This design comes from an exercise in tuning for small area on the open sky130 flow, not from production work. In this exercise RTL edits were held to simulation tests only and were not proved equivalent to the original. The clock input has no modelled driver; a real chip could not lean on it and would need a root buffer or a full tree. No activity file was given, so power comes from the tool's default toggle rates.

Setup of main:
==> flow/design.v <==
`default_nettype none
package armPkg;
    localparam int DATA_W = 32;
endpackage
`default_nettype wire
`timescale 1ns/1ns
`default_nettype none
module armMulticycle (
    input  logic        clk,
    input  logic        reset,
    input  logic [31:0] readData,
    output logic [31:0] adr,
    output logic [31:0] writeData,
    output logic        memWrite
);
    logic [4:0] ph;
    logic       first;
    logic       w1;
    logic       ph0, ph31;
    assign ph0  = (ph == 5'd0);
    assign ph31 = (ph == 5'd31);
    logic [31:0] rf [0:14];
    logic [31:0] adrr;
    logic [31:0] wd;
    logic [31:0] ir;
    logic [31:0] instr;
    logic        irLoad;
    logic ldI, ldIn, ldW, ldWn;
    assign irLoad = ldI;
    assign instr  = ({32{ldI}} & readData) | ({32{ldIn}} & ir);
    logic [3:0] cond, cmd, rn, rd, rm, rb;
    logic [1:0] cls;
    logic       isDp, isMem, isBr, immBit, sBit, lBit, rd15;
    logic       isAnd, isOrr, isSub, isCmp, isAdd4;
    assign cond   = readData[31:28];
    assign cls    = instr[27:26];
    assign immBit = instr[25];
    assign cmd    = instr[24:21];
    assign sBit   = instr[20];
    assign lBit   = instr[20];
    assign rn     = instr[19:16];
    assign rd     = instr[15:12];
    assign rm     = instr[3:0];
    assign rd15   = (rd == 4'd15);
    assign isDp   = (cls == 2'b00);
    assign isMem  = (cls == 2'b01);
    assign isBr   = (cls == 2'b10);
    assign isAnd  = isDp & (cmd == 4'b0000);
    assign isOrr  = isDp & (cmd == 4'b1100);
    assign isCmp  = (cmd == 4'b1010);
    assign isSub  = isDp & ((cmd == 4'b0010) | isCmp);
    assign isAdd4 = (cmd == 4'b0100);
    logic fn, fz, fc, fv;
    logic pass;
    logic passNow;
    logic passReg;
    assign pass = irLoad ? passNow : passReg;
    always_comb begin
        case (cond)
            4'd0:  passNow = fz;
            4'd1:  passNow = ~fz;
            4'd2:  passNow = fc;
            4'd3:  passNow = ~fc;
            4'd4:  passNow = fn;
            4'd5:  passNow = ~fn;
            4'd6:  passNow = fv;
            4'd7:  passNow = ~fv;
            4'd8:  passNow = fc & ~fz;
            4'd9:  passNow = ~fc | fz;
            4'd10: passNow = (fn == fv);
            4'd11: passNow = (fn != fv);
            4'd12: passNow = ~fz & (fn == fv);
            4'd13: passNow = fz | (fn != fv);
            default: passNow = 1'b1;
        endcase
    end
    logic c4, c8;
    logic c4in, c8in;
    logic k4;
    logic pcTap, s4, s8, m4;
    assign pcTap = adrr[0];
    assign k4    = (ph == 5'd2);
    assign c4in  = ~ph0 & c4;
    assign c8in  = ~ph0 & c8;
    assign s4    = pcTap ^ k4 ^ c4in;
    assign s8    = s4 ^ k4 ^ c8in;
    assign m4    = wd[0] ^ k4 ^ c8in;
    logic [14:0] tap;
    logic        portA, portB;
    for (genvar g = 0; g < 15; g++) begin : gTap
        assign tap[g] = rf[g][0];
    end
    assign rb    = isMem ? rd : rm;
    assign portA = (isBr | (rn == 4'd15)) ? s8 : tap[rn];
    assign portB = (rb == 4'd15) ? s8 : tap[rb];
    logic       dStream;
    logic       bd1, bd2;
    logic [4:0] j;
    logic       immDp, immMem, immBr, immS;
    assign dStream = ph0 ? readData[0] : wd[0];
    assign immMem  = (ph < 5'd12) & dStream;
    assign immBr   = (ph >= 5'd2) & bd2;
    assign j       = ph + {instr[11:8], 1'b0};
    assign immDp   = (j[4:3] == 2'b00) & instr[j[2:0]];
    always_comb begin
        case (cls)
            2'b00:   immS = immDp;
            2'b01:   immS = immMem;
            default: immS = immBr;
        endcase
    end
    logic opB, bx, cin, cout, sum, res;
    logic cy, zacc;
    assign opB  = (isDp & ~immBit) ? portB : immS;
    assign bx   = opB ^ isSub;
    assign cin  = ph0 ? isSub : cy;
    assign sum  = portA ^ bx ^ cin;
    assign cout = (portA & bx) | (portA & cin) | (bx & cin);
    assign res  = isAnd ? (portA & opB) : (isOrr ? (portA | opB) : sum);
    logic run0;
    logic doW1;
    logic pcNext, adrIn;
    logic we;
    logic wbit;
    assign run0   = ~first & ~w1;
    assign doW1   = pass & ~(lBit & rd15);
    assign pcNext = (isBr & pass) ? res : s4;
    always_comb begin
        if (first) begin
            adrIn = 1'b0;
        end else if (w1) begin
            adrIn = (~lBit & rd15) ? m4 : portB;
        end else if (isMem & doW1) begin
            adrIn = res;
        end else begin
            adrIn = pcNext;
        end
    end
    assign we   = w1 ? 1'b1 : (run0 & pass & (isDp ? ~isCmp : isMem));
    assign wbit = w1 ? (lBit ? dStream : wd[0]) : (isMem ? s4 : res);
    always_ff @(posedge clk) begin
        for (int i = 0; i < 15; i++) begin
            rf[i] <= {(we && rd == i[3:0]) ? wbit : rf[i][0], rf[i][31:1]};
        end
        wd      <= {portB, ({31{ldW}} & readData[31:1]) | ({31{ldWn}} & wd[31:1])};
        ldI     <= ph31 & ~(run0 & isMem & doW1);
        ldIn    <= ~(ph31 & ~(run0 & isMem & doW1));
        ldW     <= ph31 & ~(run0 & isMem & ~lBit & pass);
        ldWn    <= ~(ph31 & ~(run0 & isMem & ~lBit & pass));
        ir      <= instr;
        passReg <= pass;
        bd1     <= dStream;
        if (ph < 5'd25 || ph == 5'd31) begin
            bd2 <= bd1;
        end
        c4      <= (pcTap & k4) | (pcTap & c4in) | (k4 & c4in);
        if (w1) begin
            c8 <= ~wd[0] & (k4 | c8in);
        end else begin
            c8 <= (s4 & k4) | (s4 & c8in) | (k4 & c8in);
        end
        cy      <= cout;
        zacc    <= (~ph0 & zacc) | res;
    end
    logic flagWe;
    assign flagWe = run0 & ph31 & isDp & pass & (sBit | isCmp);
    always_ff @(posedge clk or posedge reset) begin
        if (reset) begin
            ph       <= 5'd31;
            first    <= 1'b1;
            adrr     <= 32'd0;
            w1       <= 1'b0;
            fn       <= 1'b0;
            fz       <= 1'b0;
            fc       <= 1'b0;
            fv       <= 1'b0;
        end else begin
            ph       <= ph + 5'd1;
            first    <= 1'b0;
            adrr     <= {adrIn, adrr[31:1]};
            if (ph31 && !first) begin
                w1 <= run0 & isMem & doW1;
            end
            if (flagWe) begin
                fn <= res;
                fz <= ~(zacc | res);
                if (isAdd4 | isSub) begin
                    fc <= cout;
                    fv <= cin ^ cout;
                end
            end
        end
    end
    assign memWrite  = w1 & ph0 & ~ir[20];
    assign adr       = adrr;
    assign writeData = wd;
endmodule
`default_nettype wire
==> flow/config.mk <==
export PLATFORM = sky130hd
export DESIGN_NAME = armMulticycle
export DESIGN_NICKNAME = armMulticycle
export VERILOG_FILES = /design/flow/design.v
export SDC_FILE = /design/flow/constraint.sdc
export NUM_CORES = 4
export LEC_CHECK = 0
export ABC_AREA = 1
export CAP_MARGIN = 20
export CORE_MARGIN = 2
export CORE_UTILIZATION = 70
export PLACE_DENSITY = 0.8
export SLEW_MARGIN = 20
==> flow/constraint.sdc <==
create_clock -name core_clock -period 8.0 [get_ports {clk}]
set_input_delay 1.6000 -clock core_clock [delete_from_list [all_inputs] [get_ports {clk}]]
set_output_delay 1.6000 -clock core_clock [all_outputs]
set_load 0.01 [all_outputs]
standard.sh (not shown) runs the stock make flow with config.mk's settings and CLKGATE_MAP_FILE= SYNTH_SCRIPT=/design/flow/synth_recipe.tcl, a recipe that flattens the netlist after the stock synthesis.
==> flow/flow/run.sh <==
#!/bin/bash
# ORFS layout with an area-oriented ABC mapping script, light port buffers
# and a two-level clock tree of its own (flow/cts.tcl in place of ORFS's
# cts.tcl). Each tool's output goes to a log in this folder.
set -euo pipefail
W=$PWD
rm -rf "$W/orfs_scripts"
cp -r "$FLOW_HOME/scripts" "$W/orfs_scripts"
cp "$W/flow/abc_area.script" "$W/orfs_scripts/abc_area.script"
cp "$W/flow/cts.tcl" "$W/orfs_scripts/cts.tcl"
export BUFFER_PORTS_ARGS="-buffer_cell sky130_fd_sc_hd__buf_1"
bash standard.sh SCRIPTS_DIR="$W/orfs_scripts" synth > "$W/synth.log" 2>&1
bash standard.sh SCRIPTS_DIR="$W/orfs_scripts" > "$W/orfs_flow.log" 2>&1
Other scripts of this flow, unchanged in this note and not shown: flow/flow/abc_area.script, flow/flow/cts.tcl
> inputs changed (main -> the feature branch)
--- a/flow/design.v
+++ b/flow/design.v
@@ -26,8 +26,11 @@
     logic [31:0] instr;
     logic        irLoad;
     logic ldI, ldIn, ldW, ldWn;
-    assign irLoad = ldI;
-    assign instr  = ({32{ldI}} & readData) | ({32{ldIn}} & ir);
+    logic [31:0] rdInstr;
+    logic        passNow;
+    assign irLoad  = ldI;
+    assign rdInstr = {readData[31:28], readData[27:26] | {2{~passNow}}, readData[25:0]};
+    assign instr   = ({32{ldI}} & rdInstr) | ({32{ldIn}} & ir);
     logic [3:0] cond, cmd, rn, rd, rm, rb;
     logic [1:0] cls;
     logic       isDp, isMem, isBr, immBit, sBit, lBit, rd15;
@@ -51,10 +54,6 @@
     assign isSub  = isDp & ((cmd == 4'b0010) | isCmp);
     assign isAdd4 = (cmd == 4'b0100);
     logic fn, fz, fc, fv;
-    logic pass;
-    logic passNow;
-    logic passReg;
-    assign pass = irLoad ? passNow : passReg;
     always_comb begin
         case (cond)
             4'd0:  passNow = fz;
@@ -123,8 +122,8 @@
     logic we;
     logic wbit;
     assign run0   = ~first & ~w1;
-    assign doW1   = pass & ~(lBit & rd15);
-    assign pcNext = (isBr & pass) ? res : s4;
+    assign doW1   = ~(lBit & rd15);
+    assign pcNext = isBr ? res : s4;
     always_comb begin
         if (first) begin
             adrIn = 1'b0;
@@ -136,7 +135,7 @@
             adrIn = pcNext;
         end
     end
-    assign we   = w1 ? 1'b1 : (run0 & pass & (isDp ? ~isCmp : isMem));
+    assign we   = w1 ? 1'b1 : (run0 & (isDp ? ~isCmp : isMem));
     assign wbit = w1 ? (lBit ? dStream : wd[0]) : (isMem ? s4 : res);
     always_ff @(posedge clk) begin
         for (int i = 0; i < 15; i++) begin
@@ -145,10 +144,9 @@
         wd      <= {portB, ({31{ldW}} & readData[31:1]) | ({31{ldWn}} & wd[31:1])};
         ldI     <= ph31 & ~(run0 & isMem & doW1);
         ldIn    <= ~(ph31 & ~(run0 & isMem & doW1));
-        ldW     <= ph31 & ~(run0 & isMem & ~lBit & pass);
-        ldWn    <= ~(ph31 & ~(run0 & isMem & ~lBit & pass));
+        ldW     <= ph31 & ~(run0 & isMem & ~lBit);
+        ldWn    <= ~(ph31 & ~(run0 & isMem & ~lBit));
         ir      <= instr;
-        passReg <= pass;
         bd1     <= dStream;
         if (ph < 5'd25 || ph == 5'd31) begin
             bd2 <= bd1;
@@ -163,7 +161,7 @@
         zacc    <= (~ph0 & zacc) | res;
     end
     logic flagWe;
-    assign flagWe = run0 & ph31 & isDp & pass & (sBit | isCmp);
+    assign flagWe = run0 & ph31 & isDp & (sBit | isCmp);
     always_ff @(posedge clk or posedge reset) begin
         if (reset) begin
             ph       <= 5'd31;
Notes after the runs:
For average wire length per cell after detail routing, dividing the value from main by the value from the feature branch gives 1.06.
Per the comparison of the feature branch with main, clock latency at the later pin of the worst-skew pair shows no meaningful change, adder-cell share of the synthesized area comparable, post-synthesis area per instance went down 0.47%, starting density of the core went up 1.2 points, number of multi-input logic gates shows an increase of about 0.37%.
For number of DRC violations after detailed routing, the feature branch and main come out practically identical.
The feature branch gives less routing usage on met2 than main did.
The feature branch against main: portion of total power attributed to combinational logic increased 0.2 points, final area essentially unchanged.
In every run of this note, the design's own scripts or RTL, not TritonCTS, make the clock network.

[static timing again, ports no longer ideal]
In the flow no input, the clock included, has a driving cell. The finished layouts below were timed again as built, in two steps.
Step 1 assumes that a clkbuf_16 drives the clock port and a buf_2 every other input.
Step 2 moves the port delays by t, midway between the first and last clock arrival at a register: inputs arrive t later, outputs are due t later. That takes back most of the time a late clock gives input paths.
Three values: ideal, step 1, step 2; two values: the first two.
run	t (ns)	setup slack, ns	cell pins on the clock port's net
main	0.688	2.601 / 2.618 / 1.930	1
the feature branch	0.691	1.229 / 1.233 / 0.543	1
After both steps setup and hold are still met in every run listed. The setup slack of the feature branch, which loses most, moves by +0.004 ns with the drivers and by -0.686 ns with both steps.
